Context: an optimization exercise on an open-source flow, tuned for small area. The choices shown serve that exercise and are no tape-out recipe.
Function was checked by simulation only, so behaviour that the tests miss may differ from the original.
Power is estimated from default activity; no workload was simulated. The clock port is modelled as an ideal driver; clocking choices that lean on that would not hold on a real chip.

Design multi_pwm_dbuf, start of the top module:
module multi_pwm_dbuf
#(
    parameter int NCH   = multi_pwm_pkg::NCH_DEFAULT,
    parameter int WIDTH = multi_pwm_pkg::WIDTH_DEFAULT
) (
    input  logic                           clk,
    input  logic                           reset_n,
    input  logic                           wr_en,
    input  logic [multi_pwm_pkg::ch_idx_width(NCH)-1:0]   wr_ch,
    input  logic [WIDTH-1:0]               wr_ton,
    input  logic [WIDTH-1:0]               wr_phase,
    input  logic                           period_wr,
    input  logic [WIDTH-1:0]               period_in,
    input  logic                           commit,
    input  logic [NCH-1:0]                 oe,
    output logic [NCH-1:0]                 pwm_out,
    output logic                           period_start,
    output logic                           update_pending,
    output logic                           update_done
);
    localparam int CHW = multi_pwm_pkg::ch_idx_width(NCH);
    logic [WIDTH-1:0] period_a_q, period_a_d;
    logic [WIDTH-1:0] period_s_q, period_s_d;
    logic [WIDTH-1:0] cnt_q;
    logic [WIDTH-1:0] cnt_d;
    logic [WIDTH-1:0] cnt_inc;
    logic [WIDTH:0]   cntp;
    logic [WIDTH:0]   w_ic;
    logic [WIDTH:0]   w_pc;
    logic             pending_q;
    logic             pending_d;
    logic             period_start_q;
    logic             update_done_q;
    logic             w_running;
    logic             w_boundary;
    logic             w_xfer;
    logic             w_clr;
    assign w_ic[0] = 1'b1;
    for (genvar i = 0; i < WIDTH; i++) begin : g_inc
  ...
For scale: about 4400 cells after synthesis.
export LEC_CHECK = 0
export CAP_MARGIN = 20
export CORE_MARGIN = 2
export CORE_UTILIZATION = 70
export CTS_CLUSTER_DIAMETER = 100
export CTS_CLUSTER_SIZE = 30
export SLEW_MARGIN = 20
export SYNTH_HIERARCHICAL = 1
export SYNTH_MINIMUM_KEEP_SIZE = 0
create_clock -name core_clock -period 10.0 [get_ports {clk}]
run.sh (not shown) runs the stock make flow with config.mk's settings and CLKGATE_MAP_FILE= SYNTH_SCRIPT=/design/flow/synth_recipe.tcl, a recipe that flattens the netlist after the stock synthesis.
Then changed:
==> flow/flow/run.sh (new file) <==
#!/bin/bash
# Layout flow: the standard flow (standard.sh, with the standard
# synthesis), with three changes to how the layout is made:
#  - the port buffers are the smallest buffer, sky130_fd_sc_hd__buf_1;
#  - clock tree synthesis adds no dummy loads;
#  - after global routing, cells on paths with positive slack are sized
#    down (ORFS's RECOVER_POWER step).
# The make output goes to flow_make.log here; each step's own log is under
# orfs/logs/.
set -euo pipefail
bash standard.sh \
    "BUFFER_PORTS_ARGS=-buffer_cell sky130_fd_sc_hd__buf_1" \
    "CTS_ARGS=-sink_clustering_enable -repair_clock_nets -sink_clustering_size 30 -sink_clustering_max_diameter 100 -dont_use_dummy_load" \
    "RECOVER_POWER=100" \
    finish > flow_make.log 2>&1
==> flow/standard.sh (new file) <==
#!/bin/bash
# synth_recipe.tcl (not shown) runs the flow's synth.tcl, then flattens the netlist and writes it again
# the make line also repeats each setting of config.mk as NAME=value (left out here)
make -C /OpenROAD-flow-scripts/flow DESIGN_CONFIG=/design/flow/config.mk WORK_HOME=/design/flow/orfs CLKGATE_MAP_FILE= SYNTH_SCRIPT=/design/flow/synth_recipe.tcl "${@:-finish}"
removed: flow/run.sh
Outcome: The new run completed and failed the layout checks on max-capacitance violations, max-slew violations. Die area stays the same. Register-to-register slack loses 1600 ps. Sequential power hardly moves. Worst setup slack loses 1600 ps. Core utilization fell by 0.93 points. Design area fell by 1.2%. Clock skew rose by 11 ps. Sequential cell count is unchanged.
Then changed:
==> flow/flow/run.sh (replaced) <==
#!/bin/bash
# Layout flow: the standard flow (standard.sh, with the standard
# synthesis), with two changes to how the layout is made:
#  - the port buffers are the smallest buffer, sky130_fd_sc_hd__buf_1;
#  - clock tree synthesis adds no dummy loads;

# The make output goes to flow_make.log here; each step's own log is under
# orfs/logs/.
set -euo pipefail
bash standard.sh \
    "BUFFER_PORTS_ARGS=-buffer_cell sky130_fd_sc_hd__buf_1" \
    "CTS_ARGS=-sink_clustering_enable -repair_clock_nets -sink_clustering_size 30 -sink_clustering_max_diameter 100 -dont_use_dummy_load" \
    finish > flow_make.log 2>&1
CAP_MARGIN = 5   (was 20)
GPL_TIMING_DRIVEN = 0   (was default)
SLEW_MARGIN = 5   (was 20)
With this change the flow finished with timing, DRC and antenna clean.
Routed wire length went up slightly.
Sequential share of layout area went down by 0.88 points.
Sequential power stays flat.
Non-clock buffer count went up by 9.
Die area does not change.
Design area went up by a few percent.
Synthesized cell count stays the same.
Setup slack gains 1700 ps.
Power went up by a few percent.
Via count went up slightly.
Clock skew went down by 5.8 ps.
Then changed:
CAP_MARGIN = 20   (was 5)
GPL_TIMING_DRIVEN = default   (was 0)
SLEW_MARGIN = 20   (was 5)
Outcome: The changed run finished with timing, DRC and antenna clean; global-route usage climbs by 0.44 points; clock power hardly moves; count of clock-buffer cells in the layout is unchanged.

The RTL this note starts from:
==> flow/design.v <==
`default_nettype none
package multi_pwm_pkg;
    localparam int NCH_DEFAULT   = 24;
    localparam int WIDTH_DEFAULT = 10;
    function automatic integer ch_idx_width(input integer nch);
        if (nch > 1) ch_idx_width = $clog2(nch);
        else         ch_idx_width = 1;
    endfunction
    typedef logic [WIDTH_DEFAULT-1:0] count_t;
endpackage
`default_nettype wire
`default_nettype none
module pwm_maj (
    input  logic a,
    input  logic b,
    input  logic c,
    output logic y
);
    assign y = (a & b) | (a & c) | (b & c);
endmodule
module pwm_fa (
    input  logic a,
    input  logic b,
    input  logic ci,
    output logic s,
    output logic co
);
    assign s  = a ^ b ^ ci;
    assign co = (a & b) | (a & ci) | (b & ci);
endmodule
module pwm_ha (
    input  logic a,
    input  logic b,
    output logic s,
    output logic co
);
    assign s  = a ^ b;
    assign co = a & b;
endmodule
module pwm_sel (
    input  logic d,
    input  logic en,
    input  logic q,
    input  logic en_n,
    output logic y
);
    assign y = (d & en) | (q & en_n);
endmodule
module pwm_cmp2 (
    input  logic [1:0] a,
    input  logic [1:0] nb,
    input  logic       c,
    output logic       y
);
    logic t;
    assign t = (a[0] & nb[0]) | (a[0] & c) | (nb[0] & c);
    assign y = (a[1] & nb[1]) | (a[1] & t) | (nb[1] & t);
endmodule
module pwm_cmp2s (
    input  logic [1:0] a,
    input  logic [1:0] nb,
    output logic       y
);
    logic t;
    assign t = a[0] & nb[0];
    assign y = (a[1] & nb[1]) | (a[1] & t) | (nb[1] & t);
endmodule
module pwm_gt
#(
    parameter int N = 10
) (
    input  logic [N-1:0] a,
    input  logic [N-1:0] nb,
    output logic         gt
);
    localparam int NP = N / 2;
    logic [NP:1] c;
    pwm_cmp2s u_c0 (.a(a[1:0]), .nb(nb[1:0]), .y(c[1]));
    for (genvar i = 1; i < NP; i++) begin : g_pair
        pwm_cmp2 u_c (.a(a[2*i+1:2*i]), .nb(nb[2*i+1:2*i]), .c(c[i]), .y(c[i+1]));
    end
    if (N % 2) begin : g_odd
        pwm_maj u_maj (.a(a[N-1]), .b(nb[N-1]), .c(c[NP]), .y(gt));
    end else begin : g_even
        assign gt = c[NP];
    end
endmodule
module pwm_chan_cmp
#(
    parameter int WIDTH = multi_pwm_pkg::WIDTH_DEFAULT
) (
    input  logic             clk,
    input  logic             reset_n,
    input  logic             wr_i,        
    input  logic             wr_n_i,      
    input  logic [WIDTH-1:0] wr_ton_i,
    input  logic [WIDTH-1:0] wr_phase_i,
    input  logic             load_i,      
    input  logic             load_n_i,    
    input  logic [WIDTH-1:0] ncnt_i,      
    input  logic [WIDTH:0]   ncntp_i,     
    input  logic             run_i,       
    input  logic             oe_i,
    output logic             pwm_o
);
    logic [WIDTH-1:0] ton_s_q, phase_s_q;
    logic [WIDTH-1:0] ton_a_q, phase_a_q;
    logic [WIDTH-1:0] ton_s_d, phase_s_d, ton_a_d, phase_a_d;
    logic [WIDTH:0]   w_end;
    logic [WIDTH:0]   w_ec;
    logic             w_end_lo_gt;
    logic             w_ph_gt, w_end_gt, w_endp_gt, w_ton_gt, w_raw;
    logic             pwm_q;
    logic written_q;
    logic w_load;
    always_ff @(posedge clk or negedge reset_n) begin
        if (!reset_n) begin
            written_q <= 1'b0;
        end else begin
            written_q <= written_q | wr_i;
        end
    end
    assign w_load = load_i & written_q;
    for (genvar i = 0; i < WIDTH; i++) begin : g_sel
        pwm_sel u_ton_s   (.d(wr_ton_i[i]),   .en(wr_i),       .q(ton_s_q[i]),   .en_n(wr_n_i),   .y(ton_s_d[i]));
        pwm_sel u_phase_s (.d(wr_phase_i[i]), .en(wr_i),       .q(phase_s_q[i]), .en_n(wr_n_i),   .y(phase_s_d[i]));
        pwm_sel u_ton_a   (.d(ton_s_q[i]),    .en(w_load)    , .q(ton_a_q[i]),   .en_n(load_n_i), .y(ton_a_d[i]));
        pwm_sel u_phase_a (.d(phase_s_q[i]),  .en(w_load),     .q(phase_a_q[i]), .en_n(load_n_i), .y(phase_a_d[i]));
    end
    always_ff @(posedge clk) begin
        ton_s_q   <= ton_s_d;
        phase_s_q <= phase_s_d;
        ton_a_q   <= ton_a_d;
        phase_a_q <= phase_a_d;
    end
    pwm_ha u_ha (.a(phase_a_q[0]), .b(ton_a_q[0]), .s(w_end[0]), .co(w_ec[1]));
    for (genvar i = 1; i < WIDTH; i++) begin : g_add
        pwm_fa u_fa (.a(phase_a_q[i]), .b(ton_a_q[i]), .ci(w_ec[i]), .s(w_end[i]), .co(w_ec[i+1]));
    end
    assign w_end[WIDTH] = w_ec[WIDTH];
    pwm_gt #(.N(WIDTH))   u_ph   (.a(phase_a_q), .nb(ncnt_i),          .gt(w_ph_gt));
    pwm_gt #(.N(WIDTH))   u_end  (.a(w_end[WIDTH-1:0]), .nb(ncnt_i), .gt(w_end_lo_gt));
    assign w_end_gt = w_end[WIDTH] | w_end_lo_gt;
    pwm_gt #(.N(WIDTH+1)) u_endp (.a(w_end),     .nb(ncntp_i),         .gt(w_endp_gt));
    pwm_gt #(.N(WIDTH))   u_ton  (.a(ton_a_q),   .nb(ncnt_i),          .gt(w_ton_gt));
    assign w_raw = (!w_ph_gt && w_end_gt) || (w_endp_gt && w_ton_gt);
    always_ff @(posedge clk or negedge reset_n) begin
        if (!reset_n) begin
            pwm_q <= 1'b0;
        end else begin
            pwm_q <= w_raw & run_i & oe_i;
        end
    end
    assign pwm_o = pwm_q;
endmodule
`default_nettype wire
`default_nettype none
module multi_pwm_dbuf
#(
    parameter int NCH   = multi_pwm_pkg::NCH_DEFAULT,
    parameter int WIDTH = multi_pwm_pkg::WIDTH_DEFAULT
) (
    input  logic                           clk,
    input  logic                           reset_n,
    input  logic                           wr_en,
    input  logic [multi_pwm_pkg::ch_idx_width(NCH)-1:0]   wr_ch,
    input  logic [WIDTH-1:0]               wr_ton,
    input  logic [WIDTH-1:0]               wr_phase,
    input  logic                           period_wr,
    input  logic [WIDTH-1:0]               period_in,
    input  logic                           commit,
    input  logic [NCH-1:0]                 oe,
    output logic [NCH-1:0]                 pwm_out,
    output logic                           period_start,
    output logic                           update_pending,
    output logic                           update_done
);
    localparam int CHW = multi_pwm_pkg::ch_idx_width(NCH);
    logic [WIDTH-1:0] period_a_q, period_a_d;
    logic [WIDTH-1:0] period_s_q, period_s_d;
    logic [WIDTH-1:0] cnt_q;
    logic [WIDTH-1:0] cnt_d;
    logic [WIDTH-1:0] cnt_inc;
    logic [WIDTH:0]   cntp;
    logic [WIDTH:0]   w_ic;
    logic [WIDTH:0]   w_pc;
    logic             pending_q;
    logic             pending_d;
    logic             period_start_q;
    logic             update_done_q;
    logic             w_running;
    logic             w_boundary;
    logic             w_xfer;
    logic             w_clr;
    assign w_ic[0] = 1'b1;
    for (genvar i = 0; i < WIDTH; i++) begin : g_inc
        pwm_ha u_ha (.a(cnt_q[i]), .b(w_ic[i]), .s(cnt_inc[i]), .co(w_ic[i+1]));
    end
    pwm_ha u_pha (.a(cnt_q[0]), .b(period_a_q[0]), .s(cntp[0]), .co(w_pc[1]));
    for (genvar i = 1; i < WIDTH; i++) begin : g_cntp
        pwm_fa u_fa (.a(cnt_q[i]), .b(period_a_q[i]), .ci(w_pc[i]), .s(cntp[i]), .co(w_pc[i+1]));
    end
    assign cntp[WIDTH] = w_pc[WIDTH];
    always_comb begin
        w_running  = (period_a_q != '0);
        w_boundary = w_running && (cnt_inc == period_a_q);
        w_xfer     = pending_q && (w_boundary || !w_running);
        w_clr      = w_boundary || !w_running;
        pending_d  = w_xfer ? 1'b0 : (pending_q | commit);
        cnt_d      = cnt_inc & {WIDTH{!w_clr}};
    end
    for (genvar i = 0; i < WIDTH; i++) begin : g_per
        pwm_sel u_ps (.d(period_in[i]),  .en(period_wr), .q(period_s_q[i]), .en_n(!period_wr), .y(period_s_d[i]));
        pwm_sel u_pa (.d(period_s_q[i]), .en(w_xfer),    .q(period_a_q[i]), .en_n(!w_xfer),    .y(period_a_d[i]));
    end
    always_ff @(posedge clk or negedge reset_n) begin
        if (!reset_n) begin
            period_a_q     <= '0;
            period_s_q     <= '0;
            pending_q      <= 1'b0;
            period_start_q <= 1'b0;
            update_done_q  <= 1'b0;
        end else begin
            period_a_q     <= period_a_d;
            period_s_q     <= period_s_d;
            pending_q      <= pending_d;
            period_start_q <= w_running && (cnt_q == '0);
            update_done_q  <= w_xfer;
        end
    end
    always_ff @(posedge clk) begin
        cnt_q <= cnt_d;
    end
    logic [3:0] w_dec_hi;
    logic [7:0] w_dec_lo;
    always_comb begin
        for (int h = 0; h < 4; h++) w_dec_hi[h] = wr_en && (wr_ch[CHW-1:3] == 2'(h));
        for (int l = 0; l < 8; l++) w_dec_lo[l] = (wr_ch[2:0] == 3'(l));
    end
    generate
        for (genvar c = 0; c < NCH; c++) begin : g_chan
            logic w_wr;
            assign w_wr = w_dec_hi[c / 8] && w_dec_lo[c % 8];
            pwm_chan_cmp #(
                .WIDTH (WIDTH)
            ) u_cmp (
                .clk        (clk),
                .reset_n    (reset_n),
                .wr_i       (w_wr),
                .wr_n_i     (!w_wr),
                .wr_ton_i   (wr_ton),
                .wr_phase_i (wr_phase),
                .load_i     (w_xfer),
                .load_n_i   (!w_xfer),
                .ncnt_i     (~cnt_q),
                .ncntp_i    (~cntp),
                .run_i      (w_running),
                .oe_i       (oe[c]),
                .pwm_o      (pwm_out[c])
            );
        end
    endgenerate
    assign period_start   = period_start_q;
    assign update_pending = pending_q;
    assign update_done    = update_done_q;
endmodule
`default_nettype wire
export LEC_CHECK = 0
export CAP_MARGIN = 0
export CORE_MARGIN = 2
export CORE_UTILIZATION = 70
export CTS_CLUSTER_DIAMETER = 100
export CTS_CLUSTER_SIZE = 30
export SLEW_MARGIN = 0
export SYNTH_HIERARCHICAL = 1
export SYNTH_MINIMUM_KEEP_SIZE = 0
create_clock -name core_clock -period 10.0 [get_ports {clk}]
standard.sh (not shown) runs the stock make flow with config.mk's settings and CLKGATE_MAP_FILE= SYNTH_SCRIPT=/design/flow/synth_recipe.tcl, a recipe that flattens the netlist after the stock synthesis.
==> flow/flow/run.sh <==
#!/bin/bash
# Layout flow: the standard flow (standard.sh, with the standard
# synthesis), with two changes to how the layout is made:
#  - the port buffers are the smallest buffer, sky130_fd_sc_hd__buf_1;
#  - clock tree synthesis adds no dummy loads;

# The make output goes to flow_make.log here; each step's own log is under
# orfs/logs/.
set -euo pipefail
bash standard.sh \
    "BUFFER_PORTS_ARGS=-buffer_cell sky130_fd_sc_hd__buf_1" \
    "CTS_ARGS=-sink_clustering_enable -repair_clock_nets -sink_clustering_size 30 -sink_clustering_max_diameter 100 -dont_use_dummy_load" \
    finish > flow_make.log 2>&1
The starting point completed without violations.
Edit:
- CAP_MARGIN: 0 -> 20
- SLEW_MARGIN: 0 -> 20
Setup slack gains 24 ps.
Clock skew hardly moves.
Maximum frequency climbs by 0.39%.
First-iteration DRC count climbs by 0.82%.
Edit:
- PLACE_DENSITY: not set -> 0.85
Critical path depth does not change.
Sequential share of layout area is about the same.
Global-route usage stays flat.
Synthesized cell count is unchanged.
Clock power stays flat.
Final cell count barely changes.
Combinational power barely changes.
Total power barely changes.
Utilization barely changes.
Die area stays the same.
Hold slack is about the same.

separate check: timing with driven ports:
The results above use ideal ports. As a check the final layouts listed here were re-extracted and re-timed, cells and wires unchanged. Step 1, drivers: a clkbuf_16 drives clk and a buf_2 each remaining input, both assumed. Step 2 also shifts input and output timing later by t, the mid clock arrival at the registers, as if the neighbouring blocks saw the same clock. a / b / c = ideal / step 1 / step 2; a / b = the first two.
run	t, ns	slack for setup (ns)	worst setup path after step 2	clock arrival spread, ns	worst register clock-pin slew, ns
the first run of note 1	0.698	3.752 / 3.752 / 3.752	register to register	0.027 / 0.027	0.12 / 0.12
the second run of note 1	0.688	2.120 / 2.120 / 2.120	register to register	0.041 / 0.041	0.11 / 0.11
the third run of note 1	0.682	3.799 / 3.799 / 3.799	register to register	0.031 / 0.031	0.12 / 0.12
the fourth run of note 1	0.688	3.681 / 3.681 / 3.681	register to register	0.039 / 0.039	0.12 / 0.12
the first run of note 2	0.685	3.805 / 3.805 / 3.805	register to register	0.029 / 0.028	0.12 / 0.12
the second run of note 2	0.684	3.829 / 3.829 / 3.829	register to register	0.030 / 0.030	0.12 / 0.12
the third run of note 2	0.678	3.862 / 3.862 / 3.862	register to register	0.031 / 0.031	0.12 / 0.12
